This is an optimization exercise on Yosys and OpenROAD, whose aim is small area, a short achievable clock period and few clock cycles per item, not a production implementation.

==> run a: inputs <==
==> flow/design.v (excerpt) <==
module ascon_encrypt_1block
(
    input  logic              clk,
    input  logic              reset,
    input  logic              start,
    input  ascon_pkg::block_t key,
    input  ascon_pkg::block_t nonce,
    input  ascon_pkg::block_t ad,
    input  ascon_pkg::block_t pt,
    output ascon_pkg::block_t c,
    output ascon_pkg::block_t t,
    output logic              busy,
    output logic              done
);
clock: 8.0 ns
lec_check: 0
cap_margin: 20
core_margin: 2
core_utilization: 40
slew_margin: 30
synth_hierarchical: 1
synth_minimum_keep_size: 0
standard.sh (not shown) runs the stock make flow with config.mk's settings and CLKGATE_MAP_FILE= SYNTH_SCRIPT=/design/flow/synth_recipe.tcl, a recipe that flattens the netlist after the stock synthesis.
==> flow/flow/run.sh <==
#!/bin/bash
# Standard layout, with plain buf_1 cells as the port buffers instead of
# the delay buffer that buffer_ports picks by default.
set -euo pipefail
export BUFFER_PORTS_ARGS="-buffer_cell sky130_fd_sc_hd__buf_1"
bash standard.sh > standard.log 2>&1
==> inputs of run b, as changes to run a <==
==> flow/run.sh (new file) <==
#!/bin/bash
# synth_recipe.tcl (not shown) runs the flow's synth.tcl, then flattens the netlist and writes it again
# the make line also repeats each setting of config.mk as NAME=value (left out here)
make -C /OpenROAD-flow-scripts/flow DESIGN_CONFIG=/design/flow/config.mk WORK_HOME=/design/flow/orfs CLKGATE_MAP_FILE= SYNTH_SCRIPT=/design/flow/synth_recipe.tcl finish
removed: flow/flow/run.sh
removed: flow/standard.sh
==> run notes <==
- Wire length: run b is larger than run a (about 1.2%).
- Against run a, the critical path depth of run b is lower by 4.
- Against run a, the hold slack of run b is worse by 20 ps.
- Against run b, the setup slack of run a is higher by 800 ps.
- Against run a, the clock skew of run b is lower by 20 ps.
- Against run a, the global-route usage of run b is higher by 0.30 points.
- First-iteration DRC count: run b is higher than run a (about 8%).
- Against run a, the fmax of run b is smaller by 17%.
- Between run b and run a, the lower sequential share of layout area is in run b (gap 3.3 points).
==> figures <==
metric	run a	run b
Critical path required time	8430 ps	8310 ps
Slew of the pin with the lowest slew margin	1170 ps	1170 ps
R2R Setup Slk	4150 ps	4060 ps
Share of the core filled with cells	0.458	0.504
Non-clock buffer count in the final layout	814	819
Total global routing track utilization	0.319	0.322
Clk_buf instances	112	121
Largest stage delay, worst path	840 ps	760 ps
Worst Setup Slack, final	4150 ps	3350 ps
Total cell area at the placement stage	46300 um2	51100 um2
Start point of the critical path	x4[23]	start
WL met2	85600 um	88600 um
Critical path buffers and inverters	0	3
Share of final-layout standard cells stronger than drive strength 1	0.0411	0.0411
Sequential share of cell area	0.368	0.335
Total half-perimeter wirelength after legalization and detailed placement	148000 um	150000 um
Number of logic stages on the critical path including buffering	9	5
Status	complete, no violations	complete, no violations
No functional check of the RTL was part of any run of this note.

* * *

==> inputs of v36 <==
==> flow/design.v <==
package ascon_pkg;
    typedef logic [64-1:0] lane_t;
    typedef logic [2*64-1:0] block_t;
    typedef logic [5-1:0] slice_t;
    typedef logic [5*64-1:0] state_t;
    typedef enum logic [1:0]
    {
        INIT,
        ASSOC,
        TEXT,
        FINAL
    } phase_t;
endpackage
`timescale 1ns/1ps
module ascon_xnor2
(
    input  logic a,
    input  logic b,
    output logic y
);
    assign y = ~(a ^ b);
endmodule
module ascon_nand2
(
    input  logic a,
    input  logic b,
    output logic y
);
    assign y = ~(a & b);
endmodule
module ascon_nor2
(
    input  logic a,
    input  logic b,
    output logic y
);
    assign y = ~(a | b);
endmodule
module ascon_inv
(
    input  logic a,
    output logic y
);
    assign y = ~a;
endmodule
module ascon_sbox_column
(
    input  ascon_pkg::slice_t col_in,
    output ascon_pkg::slice_t col_out
);
    logic x0, x1, x2, x3, x4;
    logic x1n;
    logic m0, m2n, m4n;            
    logic u0, u1n, u2, u3n, u4;    
    logic c0, c1, c2n, c3, c4;     
    assign {x4, x3, x2, x1, x0} = col_in;
    ascon_xor2  u_m0  (.a (x0),  .b (x4),  .y (m0));
    ascon_xnor2 u_m2  (.a (x1),  .b (x2),  .y (m2n));
    ascon_xnor2 u_m4  (.a (x3),  .b (x4),  .y (m4n));
    ascon_nor2  u_u0  (.a (x1),  .b (m2n), .y (u0));
    ascon_nand2 u_u1  (.a (m2n), .b (x3),  .y (u1n));
    ascon_nor2  u_u2  (.a (x3),  .b (m4n), .y (u2));
    ascon_nand2 u_u3  (.a (m4n), .b (m0),  .y (u3n));
    ascon_inv   u_x1n (.a (x1),  .y (x1n));
    ascon_nor2  u_u4  (.a (m0),  .b (x1n), .y (u4));
    ascon_xor2  u_c0  (.a (m0),  .b (u0),  .y (c0));
    ascon_xnor2 u_c1  (.a (x1),  .b (u1n), .y (c1));
    ascon_xor2  u_c2  (.a (m2n), .b (u2),  .y (c2n));
    ascon_xnor2 u_c3  (.a (x3),  .b (u3n), .y (c3));
    ascon_xnor2 u_c4  (.a (m4n), .b (u4),  .y (c4));
    ascon_xor2  u_y0  (.a (c0),  .b (c4),  .y (col_out[0]));
    ascon_xor2  u_y1  (.a (c1),  .b (c0),  .y (col_out[1]));
    assign col_out[2] = c2n;
    ascon_xnor2 u_y3  (.a (c3),  .b (c2n), .y (col_out[3]));
    assign col_out[4] = c4;
endmodule
module ascon_a22o
(
    input  logic a1,
    input  logic a2,
    input  logic b1,
    input  logic b2,
    output logic y
);
    assign y = (a1 & a2) | (b1 & b2);
endmodule
module ascon_and2
(
    input  logic a,
    input  logic b,
    output logic y
);
    assign y = a & b;
endmodule
module ascon_or2
(
    input  logic a,
    input  logic b,
    output logic y
);
    assign y = a | b;
endmodule
`timescale 1ns/1ps
module ascon_xor2
(
    input  logic a,
    input  logic b,
    output logic y
);
    assign y = a ^ b;
endmodule
module ascon_linear_layer
(
    input  ascon_pkg::lane_t s0,
    input  ascon_pkg::lane_t s1,
    input  ascon_pkg::lane_t s2,
    input  ascon_pkg::lane_t s3,
    input  ascon_pkg::lane_t s4,
    output ascon_pkg::lane_t x0,
    output ascon_pkg::lane_t x1,
    output ascon_pkg::lane_t x2,
    output ascon_pkg::lane_t x3,
    output ascon_pkg::lane_t x4
);
    localparam int W = 64;
    logic [4:0][W-1:0] s;
    logic [4:0][W-1:0] h;
    logic [4:0][W-1:0] x;
    function automatic int ra(input int l);
        case (l)
            0: ra = 19;
            1: ra = 61;
            2: ra = 1;
            3: ra = 10;
            default: ra = 7;
        endcase
    endfunction
    function automatic int rb(input int l);
        case (l)
            0: rb = 28;
            1: rb = 39;
            2: rb = 6;
            3: rb = 17;
            default: rb = 41;
        endcase
    endfunction
    assign s[0] = s0;
    assign s[1] = s1;
    assign s[2] = s2;
    assign s[3] = s3;
    assign s[4] = s4;
    for (genvar l = 0; l < 5; l++)
    begin : g_lane
        for (genvar i = 0; i < W; i++)
        begin : g_bit
            ascon_xor2 u_a
            (
                .a (s[l][(i + ra(l)) % W]),
                .b (s[l][(i + rb(l)) % W]),
                .y (h[l][i])
            );
            ascon_xor2 u_b
            (
                .a (s[l][i]),
                .b (h[l][i]),
                .y (x[l][i])
            );
        end
    end
    assign x0 = x[0];
    assign x1 = x[1];
    assign x2 = x[2];
    assign x3 = x[3];
    assign x4 = x[4];
endmodule
`timescale 1ns/1ps
module ascon_sequencer
(
    input  ascon_pkg::state_t s_in,
    input  logic [7:0]        rc,
    output ascon_pkg::state_t s_out
);
    ascon_pkg::lane_t a0, a1, a2, a3, a4;
    ascon_pkg::lane_t b0, b1, b2, b3, b4;
    ascon_pkg::lane_t l0, l1, l2, l3, l4;
    assign {a0, a1, a2, a3, a4} = s_in;
    for (genvar b = 0; b < 64; b++)
    begin : g_col
        wire ascon_pkg::slice_t col_in;
        wire ascon_pkg::slice_t col_out;
        wire                    k;
        if (b < 8)
        begin : g_rc
            assign k = rc[b];
        end
        else
        begin : g_norc
            assign k = 1'b0;
        end
        assign col_in = {a4[b], a3[b], a2[b] ^ k, a1[b], a0[b]};
        ascon_sbox_column u_sbox
        (
            .col_in  (col_in),
            .col_out (col_out)
        );
        assign b0[b] = col_out[0];
        assign b1[b] = col_out[1];
        assign b2[b] = col_out[2];
        assign b3[b] = col_out[3];
        assign b4[b] = col_out[4];
    end
    ascon_linear_layer u_linear
    (
        .s0 (b0),
        .s1 (b1),
        .s2 (b2),
        .s3 (b3),
        .s4 (b4),
        .x0 (l0),
        .x1 (l1),
        .x2 (l2),
        .x3 (l3),
        .x4 (l4)
    );
    assign s_out = {l0, l1, l2, l3, l4};
endmodule
`timescale 1ns/1ps
module ascon_encrypt_1block
(
    input  logic              clk,
    input  logic              reset,
    input  logic              start,
    input  ascon_pkg::block_t key,
    input  ascon_pkg::block_t nonce,
    input  ascon_pkg::block_t ad,
    input  ascon_pkg::block_t pt,
    output ascon_pkg::block_t c,
    output ascon_pkg::block_t t,
    output logic              busy,
    output logic              done
);
    localparam int U      = 1;
    localparam int W      = 64;
    localparam int NCYC   = 12 / U;
    localparam int PB_CYC = (12 - 8) / U;
    ascon_pkg::phase_t phase;
    logic [3:0]        cyc;
    ascon_pkg::lane_t  x0, x1, x2, x3, x4;
    ascon_pkg::block_t key_q;
    ascon_pkg::block_t ad_q;
    ascon_pkg::block_t pc_q;       
    ascon_pkg::state_t chain [0:U];
    ascon_pkg::lane_t  r0, r1, r2, r3, r4;
    ascon_pkg::lane_t  n0, n1, n2, n3, n4;
    logic              ld;
    logic              busy_nx;
    logic              last;
    assign last   = (cyc == 4'(NCYC - 1));
    assign chain[0] = {x0, x1, x2, x3, x4};
    for (genvar u = 0; u < U; u++)
    begin : g_round
        logic [3:0] r;
        logic [7:0] rc;
        assign r  = 4'(cyc * U + u);
        assign rc = {~r, r};           
        ascon_sequencer u_round
        (
            .s_in  (chain[u]),
            .rc    (rc),
            .s_out (chain[u+1])
        );
    end
    assign {r0, r1, r2, r3, r4} = chain[U];
    logic inj_init, inj_assoc, inj_text, inj_key34;
    assign inj_init  = last && (phase == ascon_pkg::INIT);
    assign inj_assoc = last && (phase == ascon_pkg::ASSOC);
    assign inj_text  = last && (phase == ascon_pkg::TEXT);
    assign inj_key34 = last && ((phase == ascon_pkg::INIT) || (phase == ascon_pkg::FINAL));
    ascon_pkg::lane_t k0, k1, a0, a1, p0, p1;
    ascon_pkg::lane_t m0, m1, m2, m3, m4;         
    ascon_pkg::lane_t d0, d1, d2, d3, d4;         
    ascon_pkg::block_t dk, da, dp, hp;            
    localparam ascon_pkg::lane_t IV = 64'h80800c0800000000;
    logic inj_assoc_n;
    assign inj_assoc_n = ~inj_assoc;
    assign {k0, k1} = key_q;
    assign {a0, a1} = ad_q;
    assign {p0, p1} = pc_q;
    for (genvar i = 0; i < W; i++)
    begin : g_bit
        ascon_a22o u_m0 (.a1 (inj_init), .a2 (a0[i]), .b1 (inj_assoc), .b2 (p0[i]), .y (m0[i]));
        ascon_a22o u_m1 (.a1 (inj_init), .a2 (a1[i]), .b1 (inj_assoc), .b2 (p1[i]), .y (m1[i]));
        ascon_and2 u_m2 (.a (inj_text), .b (k0[i]), .y (m2[i]));
        ascon_a22o u_m3 (.a1 (inj_key34), .a2 (k0[i]), .b1 (inj_text), .b2 (k1[i]), .y (m3[i]));
        if (i == 0)
        begin : g_dom
            ascon_a22o u_m4 (.a1 (inj_key34), .a2 (k1[i]), .b1 (inj_assoc), .b2 (1'b1), .y (m4[i]));
        end
        else
        begin : g_nodom
            ascon_and2 u_m4 (.a (inj_key34), .b (k1[i]), .y (m4[i]));
        end
        ascon_xor2 u_n0 (.a (r0[i]), .b (m0[i]), .y (n0[i]));
        ascon_xor2 u_n1 (.a (r1[i]), .b (m1[i]), .y (n1[i]));
        ascon_xor2 u_n2 (.a (r2[i]), .b (m2[i]), .y (n2[i]));
        ascon_xor2 u_n3 (.a (r3[i]), .b (m3[i]), .y (n3[i]));
        ascon_xor2 u_n4 (.a (r4[i]), .b (m4[i]), .y (n4[i]));
        if (IV[i])
        begin : g_iv1
            ascon_or2  u_d0 (.a (ld), .b (n0[i]), .y (d0[i]));
        end
        else
        begin : g_iv0
            ascon_and2 u_d0 (.a (busy), .b (n0[i]), .y (d0[i]));
        end
        ascon_a22o u_d1 (.a1 (ld), .a2 (key[W + i]),   .b1 (busy), .b2 (n1[i]), .y (d1[i]));
        ascon_a22o u_d2 (.a1 (ld), .a2 (key[i]),       .b1 (busy), .b2 (n2[i]), .y (d2[i]));
        ascon_a22o u_d3 (.a1 (ld), .a2 (nonce[W + i]), .b1 (busy), .b2 (n3[i]), .y (d3[i]));
        ascon_a22o u_d4 (.a1 (ld), .a2 (nonce[i]),     .b1 (busy), .b2 (n4[i]), .y (d4[i]));
    end
    for (genvar i = 0; i < 2 * W; i++)
    begin : g_hold
        ascon_a22o u_dk (.a1 (ld), .a2 (key[i]), .b1 (busy), .b2 (key_q[i]), .y (dk[i]));
        ascon_a22o u_da (.a1 (ld), .a2 (ad[i]),  .b1 (busy), .b2 (ad_q[i]),  .y (da[i]));
        if (i >= W)
        begin : g_hi
            ascon_a22o u_hp (.a1 (inj_assoc), .a2 (n0[i - W]), .b1 (inj_assoc_n), .b2 (pc_q[i]), .y (hp[i]));
        end
        else
        begin : g_lo
            ascon_a22o u_hp (.a1 (inj_assoc), .a2 (n1[i]), .b1 (inj_assoc_n), .b2 (pc_q[i]), .y (hp[i]));
        end
        ascon_a22o u_dp (.a1 (ld), .a2 (pt[i]),  .b1 (busy), .b2 (hp[i]),    .y (dp[i]));
    end
    always_ff @(posedge clk)
    begin
        x0    <= d0;
        x1    <= d1;
        x2    <= d2;
        x3    <= d3;
        x4    <= d4;
        key_q <= dk;
        ad_q  <= da;
        pc_q  <= dp;
    end
    always_comb
    begin
        busy_nx = busy;
        if (reset)
        begin
            busy_nx = 1'b0;
        end
        else if (!busy)
        begin
            busy_nx = start;
        end
        else if (last && (phase == ascon_pkg::FINAL))
        begin
            busy_nx = 1'b0;
        end
    end
    always_ff @(posedge clk)
    begin
        busy <= busy_nx;
        ld   <= ~busy_nx;
        if (reset)
        begin
            done  <= 1'b0;
            phase <= ascon_pkg::INIT;
            cyc   <= '0;
        end
        else
        begin
            done <= 1'b0;
            if (!busy)
            begin
                phase <= ascon_pkg::INIT;
                cyc   <= '0;
            end
            else if (!last)
            begin
                cyc <= cyc + 1'b1;
            end
            else
            begin
                case (phase)
                    ascon_pkg::INIT:
                    begin
                        phase <= ascon_pkg::ASSOC;
                        cyc   <= 4'(PB_CYC);
                    end
                    ascon_pkg::ASSOC:
                    begin
                        phase <= ascon_pkg::TEXT;
                        cyc   <= 4'(PB_CYC);
                    end
                    ascon_pkg::TEXT:
                    begin
                        phase <= ascon_pkg::FINAL;
                        cyc   <= '0;
                    end
                    default:
                    begin
                        done  <= 1'b1;
                        phase <= ascon_pkg::INIT;
                        cyc   <= '0;
                    end
                endcase
            end
        end
    end
    assign c = pc_q;
    assign t = {x3, x4};
endmodule
==> flow/flow/run.sh <==
#!/bin/bash
# Standard layout, with plain buf_1 cells as the port buffers instead of
# the delay buffer that buffer_ports picks by default.
set -euo pipefail
export BUFFER_PORTS_ARGS="-buffer_cell sky130_fd_sc_hd__buf_1"
bash standard.sh > standard.log 2>&1
==> flow/standard.sh <==
#!/bin/bash
# synth_recipe.tcl (not shown) runs the flow's synth.tcl, then flattens the netlist and writes it again
# the make line also repeats each setting of config.mk as NAME=value (left out here)
make -C /OpenROAD-flow-scripts/flow DESIGN_CONFIG=/design/flow/config.mk WORK_HOME=/design/flow/orfs CLKGATE_MAP_FILE= SYNTH_SCRIPT=/design/flow/synth_recipe.tcl "${@:-finish}"
==> flow/config.mk <==
export PLATFORM = sky130hd
export DESIGN_NAME = ascon_encrypt_1block
export DESIGN_NICKNAME = ascon_encrypt_1block
export VERILOG_FILES = /design/flow/design.v
export SDC_FILE = /design/flow/constraint.sdc
export NUM_CORES = 4
export LEC_CHECK = 0
export CAP_MARGIN = 20
export CORE_MARGIN = 2
export CORE_UTILIZATION = 40
export SETUP_SLACK_MARGIN = 4.7
export SLEW_MARGIN = 30
export SYNTH_HIERARCHICAL = 1
export SYNTH_MINIMUM_KEEP_SIZE = 0
==> flow/constraint.sdc <==
create_clock -name core_clock -period 8.0 [get_ports {clk}]
set_input_delay 1.6000 -clock core_clock [delete_from_list [all_inputs] [get_ports {clk}]]
set_output_delay 1.6000 -clock core_clock [all_outputs]
set_load 0.01 [all_outputs]
==> inputs of v31, as changes to v36 <==
SETUP_SLACK_MARGIN = 5.0   (was 4.7)
==> summary of the runs <==
v31 produced a clean layout. v36 finished with timing, DRC and antenna clean. Of v31 and v36, v31 has the higher core utilization (gap 3.0 points). Of v31 and v36, v31 has the higher register-to-register slack (gap 0.22 ns). Against v31, the via count of v36 is lower by 1.0%. In v36 the hold slack is lower than in v31, by 0.0034 ns. In clock-buffer cell count, v31 and v36 do not differ. In sequential cell count, v31 and v36 do not differ. Area after synthesis is the same in v31 and v36. Of v36 and v31, v31 has the higher critical path depth (gap 1). Final cell count: v36 is smaller than v31 (about 1.1%).
No functional check of the RTL was part of any run of this note.

what the ideal ports hide:
The flow's constraints put no driver on any port. The routed layouts listed below were extracted and timed again, unchanged, in two steps.
Step 1, drivers: a clkbuf_16 drives clk and a buf_2 each remaining input, both assumed.
Step 2 adds t to the input delays and takes it off the output delays; t is the mean of the earliest and latest rising clock arrival at the registers after step 1. Input paths then give back, and output paths get back, about the clock's delay inside the block.
Slacks: no drivers / after step 1 / after step 2; pairs: no drivers / after step 1.
| run | shift t [ns] | setup slack, ns | hold WS [ns] | worst setup path after step 2 | worst register clock-pin slew, ns |
|---|---|---|---|---|---|
| run a | 0.758 | 4.152 / 4.152 / 3.921 | 0.554 / 0.554 / 0.554 | input to register | 0.07 / 0.07 |
| run b | 0.744 | 3.348 / 3.390 / 2.646 | 0.534 / 0.534 / 0.534 | input to register | 0.06 / 0.06 |
| v36 | 0.754 | 4.656 / 4.656 / 4.656 | 0.468 / 0.468 / 0.468 | register to register | 0.07 / 0.07 |
| v31 | 0.754 | 4.877 / 4.877 / 4.877 | 0.472 / 0.472 / 0.472 | register to register | 0.07 / 0.07 |
After both steps setup and hold are still met in every run listed. The setup slack of run b, which loses most, moves by +0.042 ns with the drivers and by -0.702 ns with both steps.
